Source: an optimization exercise on an open RTL-to-GDS flow (aim: small area). Production flows keep margins and buffers that such runs may drop.
The RTL was checked by simulation tests, not by an equivalence proof against the original design.
Power is estimated from default activity; no workload was simulated.

==> design.v <==
package mips_pipe_pkg;
   typedef logic [32-1:0] word_t;
   typedef logic [5-1:0] reg_addr_t;
   typedef enum logic [3:0] {
      ALU_ADD,
      ALU_SUB,
      ALU_AND,
      ALU_OR,
      ALU_XOR,
      ALU_SLL,
      ALU_SRL,
      ALU_SRA
   } alu_op_t;
   typedef struct packed {
      logic reg_we;
      logic mem_read;
      logic mem_write;
   } ctrl_t;
   typedef struct packed {
      ctrl_t     ctrl;
      alu_op_t   alu_op;
      logic      use_imm;
      word_t     op_a;
      word_t     op_b;
      word_t     imm;
      reg_addr_t dest;
   } ex_payload_t;
   typedef struct packed {
      ctrl_t     ctrl;
      word_t     alu_result;
      word_t     store_data;
      reg_addr_t dest;
   } mem_payload_t;
   typedef struct packed {
      ctrl_t     ctrl;
      word_t     alu_result;
      word_t     load_data;
      reg_addr_t dest;
   } wb_payload_t;
endpackage
module stage_reg #(
   parameter int width = 1
) (
   input  logic             clk,
   input  logic             rst_b,
   input  logic [width-1:0] d,
   output logic [width-1:0] q
);
   always_ff @(posedge clk or negedge rst_b) begin
      if (!rst_b) begin
         q <= '0;
      end else begin
         q <= d;
      end
   end
endmodule
module decode_unit (
   input  mips_pipe_pkg::word_t     inst,
   output mips_pipe_pkg::ctrl_t     ctrl,
   output mips_pipe_pkg::alu_op_t   alu_op,
   output logic      use_imm,
   output mips_pipe_pkg::word_t     imm,
   output mips_pipe_pkg::reg_addr_t rs,
   output mips_pipe_pkg::reg_addr_t rt,
   output mips_pipe_pkg::reg_addr_t dest
);
   logic [5:0]  opcode;
   logic [5:0]  funct;
   mips_pipe_pkg::reg_addr_t   rd;
   logic [4:0]  shamt;
   logic [15:0] imm16;
   mips_pipe_pkg::word_t       imm_sext;
   mips_pipe_pkg::word_t       imm_zext;
   mips_pipe_pkg::word_t       imm_shamt;
   assign opcode = inst[31:26];
   assign rs     = inst[25:21];
   assign rt     = inst[20:16];
   assign rd     = inst[15:11];
   assign shamt  = inst[10:6];
   assign funct  = inst[5:0];
   assign imm16  = inst[15:0];
   assign imm_sext  = {{(32-16){imm16[15]}}, imm16};
   assign imm_zext  = {{(32-16){1'b0}}, imm16};
   assign imm_shamt = {{(32-5){1'b0}}, shamt};
   assign dest = (opcode == 6'h00) ? rd : rt;
   always_comb begin
      ctrl    = '0;
      alu_op  = mips_pipe_pkg::ALU_ADD;
      use_imm = 1'b0;
      imm     = imm_sext;
      case (opcode)
         6'h00: begin
            ctrl.reg_we = 1'b1;
            case (funct)
               6'h21: alu_op = mips_pipe_pkg::ALU_ADD;
               6'h23: alu_op = mips_pipe_pkg::ALU_SUB;
               6'h24:  alu_op = mips_pipe_pkg::ALU_AND;
               6'h25:   alu_op = mips_pipe_pkg::ALU_OR;
               6'h26:  alu_op = mips_pipe_pkg::ALU_XOR;
               6'h00: begin
                  alu_op = mips_pipe_pkg::ALU_SLL;
                  imm    = imm_shamt;
               end
               6'h02: begin
                  alu_op = mips_pipe_pkg::ALU_SRL;
                  imm    = imm_shamt;
               end
               6'h03: begin
                  alu_op = mips_pipe_pkg::ALU_SRA;
                  imm    = imm_shamt;
               end
               default: ctrl.reg_we = 1'b0;
            endcase
         end
         6'h09: begin
            ctrl.reg_we = 1'b1;
            use_imm     = 1'b1;
         end
         6'h0c: begin
            ctrl.reg_we = 1'b1;
            use_imm     = 1'b1;
            alu_op      = mips_pipe_pkg::ALU_AND;
            imm         = imm_zext;
         end
         6'h0d: begin
            ctrl.reg_we = 1'b1;
            use_imm     = 1'b1;
            alu_op      = mips_pipe_pkg::ALU_OR;
            imm         = imm_zext;
         end
         6'h0e: begin
            ctrl.reg_we = 1'b1;
            use_imm     = 1'b1;
            alu_op      = mips_pipe_pkg::ALU_XOR;
            imm         = imm_zext;
         end
         6'h23: begin
            ctrl.reg_we   = 1'b1;
            ctrl.mem_read = 1'b1;
            use_imm       = 1'b1;
         end
         6'h2b: begin
            ctrl.mem_write = 1'b1;
            use_imm        = 1'b1;
         end
         default: ctrl = '0;
      endcase
   end
endmodule
module reg_file (
   input  logic      clk,
   input  logic      rst_b,
   input  mips_pipe_pkg::reg_addr_t rs,
   input  mips_pipe_pkg::reg_addr_t rt,
   output mips_pipe_pkg::word_t     rs_data,
   output mips_pipe_pkg::word_t     rt_data,
   input  logic      wr_en,
   input  mips_pipe_pkg::reg_addr_t wr_addr,
   input  mips_pipe_pkg::word_t     wr_data
);
   mips_pipe_pkg::word_t regs [1:31];
   always_ff @(posedge clk or negedge rst_b) begin
      if (!rst_b) begin
         for (int i = 1; i < 32; i++) begin
            regs[i] <= '0;
         end
      end else if (wr_en && wr_addr != '0) begin
         regs[wr_addr] <= wr_data;
      end
   end
   function automatic logic [31:0] read_port(input logic [4:0] addr);
      logic [31:0] data;
      if (addr == '0) begin
         data = '0;
      end else if (wr_en && addr == wr_addr) begin
         data = wr_data;
      end else begin
         data = regs[addr];
      end
      read_port = data;
   endfunction
   always_comb begin
      rs_data = read_port(rs);
      rt_data = read_port(rt);
   end
endmodule
module forward_unit (
   input  logic      fwd_ex_we,
   input  mips_pipe_pkg::reg_addr_t fwd_ex_dest,
   input  mips_pipe_pkg::word_t     fwd_ex_result,
   input  logic      fwd_mem_we,
   input  logic      fwd_mem_read,
   input  mips_pipe_pkg::reg_addr_t fwd_mem_dest,
   input  mips_pipe_pkg::word_t     fwd_mem_result,
   input  mips_pipe_pkg::word_t     fwd_load_data,
   input  mips_pipe_pkg::reg_addr_t rs,
   input  mips_pipe_pkg::reg_addr_t rt,
   input  mips_pipe_pkg::word_t     rs_data,
   input  mips_pipe_pkg::word_t     rt_data,
   output mips_pipe_pkg::word_t     op_a,
   output mips_pipe_pkg::word_t     op_b
);
   function automatic logic [31:0] pick(input logic [4:0] src, input logic [31:0] rf_data);
      logic [31:0] value;
      logic  ex_hit;
      logic  mem_hit;
      ex_hit  = fwd_ex_we && fwd_ex_dest == src && src != '0;
      mem_hit = fwd_mem_we && fwd_mem_dest == src && src != '0;
      if (ex_hit) begin
         value = fwd_ex_result;
      end else if (mem_hit && !fwd_mem_read) begin
         value = fwd_mem_result;
      end else if (mem_hit) begin
         value = fwd_load_data;
      end else begin
         value = rf_data;
      end
      pick = value;
   endfunction
   always_comb begin
      op_a = pick(rs, rs_data);
      op_b = pick(rt, rt_data);
   end
endmodule
module alu (
   input  mips_pipe_pkg::alu_op_t    op,
   input  mips_pipe_pkg::word_t      a,
   input  mips_pipe_pkg::word_t      b,
   input  logic [4:0] shamt,
   output mips_pipe_pkg::word_t      result
);
   always_comb begin
      case (op)
         mips_pipe_pkg::ALU_ADD: result = a + b;
         mips_pipe_pkg::ALU_SUB: result = a - b;
         mips_pipe_pkg::ALU_AND: result = a & b;
         mips_pipe_pkg::ALU_OR:  result = a | b;
         mips_pipe_pkg::ALU_XOR: result = a ^ b;
         mips_pipe_pkg::ALU_SLL: result = b << shamt;
         mips_pipe_pkg::ALU_SRL: result = b >> shamt;
         mips_pipe_pkg::ALU_SRA: result = mips_pipe_pkg::word_t'($signed(b) >>> shamt);
         default: result = a + b;
      endcase
   end
endmodule
module mips_pipe_top (
   input  logic        clk,
   input  logic        rst_b,
   output logic [29:0] inst_addr,
   input  mips_pipe_pkg::word_t       inst,
   output logic [29:0] mem_addr,
   output mips_pipe_pkg::word_t       store_data,
   input  mips_pipe_pkg::word_t       load_data,
   output logic [3:0]  mem_write_en
);
   mips_pipe_pkg::word_t        pc;
   mips_pipe_pkg::word_t        id_inst;
   mips_pipe_pkg::ctrl_t        id_ctrl;
   mips_pipe_pkg::alu_op_t      id_alu_op;
   logic         id_use_imm;
   mips_pipe_pkg::word_t        id_imm;
   mips_pipe_pkg::reg_addr_t    id_rs;
   mips_pipe_pkg::reg_addr_t    id_rt;
   mips_pipe_pkg::reg_addr_t    id_dest;
   mips_pipe_pkg::word_t        rs_data;
   mips_pipe_pkg::word_t        rt_data;
   mips_pipe_pkg::word_t        op_a;
   mips_pipe_pkg::word_t        op_b;
   mips_pipe_pkg::ex_payload_t  id_out;
   mips_pipe_pkg::ex_payload_t  ex_in;
   mips_pipe_pkg::word_t        alu_b;
   mips_pipe_pkg::word_t        alu_result;
   mips_pipe_pkg::mem_payload_t ex_out;
   mips_pipe_pkg::mem_payload_t mem_in;
   mips_pipe_pkg::wb_payload_t  mem_out;
   mips_pipe_pkg::wb_payload_t  wb_in;
   mips_pipe_pkg::word_t        wb_data;
   logic         fwd_ex_we;
   mips_pipe_pkg::reg_addr_t    fwd_ex_dest;
   mips_pipe_pkg::word_t        fwd_ex_result;
   logic         fwd_mem_we;
   logic         fwd_mem_read;
   mips_pipe_pkg::reg_addr_t    fwd_mem_dest;
   mips_pipe_pkg::word_t        fwd_mem_result;
   mips_pipe_pkg::word_t        fwd_load_data;
   always_ff @(posedge clk or negedge rst_b) begin
      if (!rst_b) begin
         pc      <= 32'h00400000;
         id_inst <= '0;
      end else begin
         pc      <= pc + 32'd4;
         id_inst <= inst;
      end
   end
   assign inst_addr = pc[31:2];
   decode_unit decode_i (.inst(id_inst), .ctrl(id_ctrl), .alu_op(id_alu_op),
      .use_imm(id_use_imm), .imm(id_imm), .rs(id_rs), .rt(id_rt), .dest(id_dest));
   reg_file reg_file_i (.clk(clk), .rst_b(rst_b), .rs(id_rs), .rt(id_rt),
      .rs_data(rs_data), .rt_data(rt_data), .wr_en(wb_in.ctrl.reg_we),
      .wr_addr(wb_in.dest), .wr_data(wb_data));
   forward_unit forward_i (.fwd_ex_we(fwd_ex_we), .fwd_ex_dest(fwd_ex_dest),
      .fwd_ex_result(fwd_ex_result), .fwd_mem_we(fwd_mem_we), .fwd_mem_read(fwd_mem_read),
      .fwd_mem_dest(fwd_mem_dest), .fwd_mem_result(fwd_mem_result),
      .fwd_load_data(fwd_load_data), .rs(id_rs), .rt(id_rt),
      .rs_data(rs_data), .rt_data(rt_data), .op_a(op_a), .op_b(op_b));
   assign id_out = {id_ctrl, id_alu_op, id_use_imm, op_a, op_b, id_imm, id_dest};
   stage_reg #(.width($bits(id_out))) id_ex_reg (.clk(clk), .rst_b(rst_b),
      .d(id_out), .q(ex_in));
   assign alu_b = ex_in.use_imm ? ex_in.imm : ex_in.op_b;
   alu alu_i (.op(ex_in.alu_op), .a(ex_in.op_a), .b(alu_b), .shamt(ex_in.imm[4:0]),
      .result(alu_result));
   assign ex_out = {ex_in.ctrl, alu_result, ex_in.op_b, ex_in.dest};
   stage_reg #(.width($bits(ex_out))) ex_mem_reg (.clk(clk), .rst_b(rst_b),
      .d(ex_out), .q(mem_in));
   assign mem_addr     = mem_in.alu_result[31:2];
   assign store_data   = mem_in.store_data;
   assign mem_write_en = {4{mem_in.ctrl.mem_write}};
   assign mem_out = {mem_in.ctrl, mem_in.alu_result, load_data, mem_in.dest};
   stage_reg #(.width($bits(mem_out))) mem_wb_reg (.clk(clk), .rst_b(rst_b),
      .d(mem_out), .q(wb_in));
   assign wb_data = wb_in.ctrl.mem_read ? wb_in.load_data : wb_in.alu_result;
   assign fwd_ex_we      = ex_in.ctrl.reg_we && !ex_in.ctrl.mem_read;
   assign fwd_ex_dest    = ex_in.dest;
   assign fwd_ex_result  = alu_result;
   assign fwd_mem_we     = mem_in.ctrl.reg_we;
   assign fwd_mem_read   = mem_in.ctrl.mem_read;
   assign fwd_mem_dest   = mem_in.dest;
   assign fwd_mem_result = mem_in.alu_result;
   assign fwd_load_data  = load_data;
endmodule
==> run.sh <==
#!/bin/bash
# synth_recipe.tcl (not shown) runs the flow's synth.tcl, then flattens the netlist and writes it again
# the make line also repeats each setting of config.mk as NAME=value (left out here)
make -C /OpenROAD-flow-scripts/flow DESIGN_CONFIG=/design/flow/config.mk WORK_HOME=/design/flow/orfs CLKGATE_MAP_FILE= SYNTH_SCRIPT=/design/flow/synth_recipe.tcl finish
==> config.mk <==
export PLATFORM = sky130hd
export DESIGN_NAME = mips_pipe_top
export DESIGN_NICKNAME = mips_pipe_top
export VERILOG_FILES = /design/flow/design.v
export SDC_FILE = /design/flow/constraint.sdc
export NUM_CORES = 4
export LEC_CHECK = 0
export CAP_MARGIN = 20
export CORE_MARGIN = 2
export CORE_UTILIZATION = 40
export SLEW_MARGIN = 20
==> constraint.sdc <==
create_clock -name core_clock -period 6.5 [get_ports {clk}]
set_input_delay 1.3000 -clock core_clock [delete_from_list [all_inputs] [get_ports {clk}]]
set_output_delay 1.3000 -clock core_clock [all_outputs]
set_load 0.01 [all_outputs]
==> run notes <==
CP peak stage delay 760 ps; worst reg2reg path depth 18; synth cell count leaders dfrtp_1, nor2_1, a22oi_1; area grow syn2layout 14.2%; final hold vios 0; final wirelength 360000 um; total power 25.9 mW; layout net count 7390; clock latency (worst-skew pair) 850 ps; synth warn 8; CTS clock-pin slew for the worst setup and hold paths 60 ps; Synth Flop Type dfrtp_1; Slowest cell on crit path dfrtp_4; hold crit path type reg -> reg; Max-slew headroom 5.52%; Initial Util 40.2%; status finished clean; CP Max Fanout 32; FMAX 181 MHz; CTS H-tree lvls 4; final-report setup violation count 0; top post-synthesis cells by area dfrtp_1, a22oi_1, a21oi_1; die outline width 414 um; Synth Area per Inst 9.15 um2; Slew Viols, Final 0; post-place instance area 71900 um2; Metal-1 WL 130000 um; CTS resizes 0; Tot GR Track Use 40.7%; clock buffer depth 3; cells after synthesis 7353; family with the most delay on the worst path compound AO/OA/AOI/OAI gates; clk sinks 1290; DIE HEIGHT 414 um; Rows 150; crit-path cells nor2b_1, a21oi_1, ha_1, o211ai_1, or3_1, nand3b_4, nor2_2, o2111a_1, nor2_1, xnor2_1, ha_1, nand4_1, nor2_1, nand3_1, a2111oi_0, nor3_1, o31ai_1, mux2_2; Slew @ Worst Pin 1410 ps; maximum VDD drop 0.239 mV; RR Endpoint id_ex_reg.q[98]; DRC Markers 0; cell taking the most area after synthesis dfrtp_1; drt pass-1 iters 10; Pwr Density 337 nW/um2; sequential element share of the synthesized area 48.0%; kind of end point of the critical path register; leading cell type by number of instances after synthesis dfrtp_1; Core Area 167000 um2; aggregate global routing overflow 0; die area 172000 um2; Synth cell types 96; postcts setup bufs 0; layout cells sized above 1 11.1%; total number of vias 68.1k; iteration-0 DRC count of the detailed router 14.2k; syn nets 7517; initial antenna violation count 32; largest net degree at the start of global routing 173; RR Startpoint id_ex_reg.q[101]; hold buffers post-CTS 0; asr flop ratio synth 100%; Worst Skew 57.2 ps; highest routed metal layer met5; first-pass GRT wire length 498000 um; EDFF count, synth 0; worst setup path start id_ex_reg.q[101]; CP bufs+invs 0; CP Launch Type register; Setup TNS 0 ps; CTS buffer count 143; Critical Path RT 7260 ps; Synth top area share 47.9%; unrepaired setup endpoints after global routing no; Leakage 33.3 nW; DR WL/cell 37.6 um; CTS tree done; Root Buffer Master clkbuf_16; critical path class reg -> reg; hold_sp id_ex_reg.q[106]; WL met2 140000 um; Worst Path Arrival 6290 ps; Placer Congestion 1.03; fin area 76900 um2; metal3 WL 57100 um; Final min period 5530 ps; I/O pin count 162; synthesized area 67300 um2; vias in the first global route 62.5k; via density per instance 7.12; flop-to-flop setup slack 970 ps; max-cap viol count 0; HPWL Detailed 230000 um; Buffers on Ports 161; period utilization 85.0%; Seq cells post-synth 1290; Routed Antenna Nets 0; Hold Crit Depth 0; utilization after layout 46.0%; Worst Hold Endpoint ex_mem_reg.q[69]; Hold WS 321 ps
-- cell type report --
| cell class | count | area (um2) |
|---|---|---|
| Fill cell | 15800 | 90300 |
| Multi-Input combinational cell | 5250 | 32600 |
| Sequential cell | 1290 | 32300 |
| Timing Repair Buffer | 439 | 4060 |
| Clock buffer | 198 | 4050 |
| Tap cell | 2204 | 2760 |
| Clock inverter | 53 | 667 |
| Inverter | 102 | 383 |
| Antenna cell | 31 | 77.6 |
-- metrics by stage --
| step | setup slack (ps) | instances |
|---|---|---|
| 3_3_place_gp | 1160 | 9272 |
| 3_5_place_dp | 1050 | 9279 |
| 4_1_cts | 1020 | 9530 |
| 5_1_grt | 615 | 9537 |
| 2_1_floorplan | 1770 | 7353 |
| 6_report | 974 | 9567 |
-- flip-flops by register name, summed over array words and instances, names as in the netlist --
| signal | count |
|---|---|
| ex_mem_reg.q | 72 |
| id_ex_reg.q | 93 |
| id_inst | 32 |
| mem_wb_reg.q | 71 |
| pc | 30 |
| reg_file_i.regs | 992 |
-- power breakdown --
group	leakage, nW	switching, mW	internal, mW
combinational	14.0	4.23	2.18
sequential	17.0	1.68	9.46
clock	2.32	3.64	4.71
-- cell families after synthesis --
logic type / count (synthesis) / synth area share, %
buffers and inverters: 813 / 4.97
muxes: 208 / 4.05
xor gates and xnor gates: 103 / 1.34
AOI/OAI and AO/OA: 2568 / 24.6
and+or+nand+nor: 2273 / 15.2
DFF: 1290 / 48.0
adders and majority gates: 98 / 1.83
-- worst max-delay path by stage --
stage                                 end  slack [ps]  cells past startpoint
after floorplan           id_ex_reg.q[66]        1770                     22
after global placement    id_ex_reg.q[66]        1160                     18
after detailed placement  id_ex_reg.q[98]        1050                     18
after CTS                 id_ex_reg.q[98]        1020                     18
after global routing      id_ex_reg.q[98]         620                     18
final                     id_ex_reg.q[98]         970                     18
-- layer usage --
metal	global-route usage, %	vias to the layer above
met2	54.7	6458
met1	51.3	33000
met3	19.0	1967
met5	0.306	-
met4	27.8	20
li1	-	26700
-- cell usage in the layout, fill, tap and decap left out, drive strengths merged, types with 86 or more instances in the layout --
cell type	count
clkbuf	202
mux2i	120
buf	275
ha	97
nand4	158
dfrtp	1289
inv	105
a21oi	750
nand3	116
nand2	622
o22ai	86
clkdlybuf4s50	160
nor3	121
a22oi	797
and3	138
nor2	909
o21ai	486

port drivers added, routing unchanged:
Ports are ideal in the flow. The routed layout listed here was re-timed in OpenROAD.
Step 1 (the two cells are an assumption about what drives the block):
set clk [get_ports {clk}]
set_driving_cell -lib_cell sky130_fd_sc_hd__clkbuf_16 $clk
set_driving_cell -lib_cell sky130_fd_sc_hd__buf_2 [delete_from_list [all_inputs] $clk]
Step 2 adds t to the input delays and takes it off the output delays; t is the mean of the earliest and latest rising clock arrival at the registers after step 1. Input paths then give back, and output paths get back, about the clock's delay inside the block.
Slacks: no drivers / after step 1 / after step 2; pairs: no drivers / after step 1.
t, ns: 0.899
setup WS [ns]: 0.974 / 0.974 / 0.974
worst data-port slew with drivers (ns): 0.13
After both steps this run still meets setup and hold. For this run, drivers alone change the setup slack by 0.000 ns; drivers and shift together by 0.000 ns.
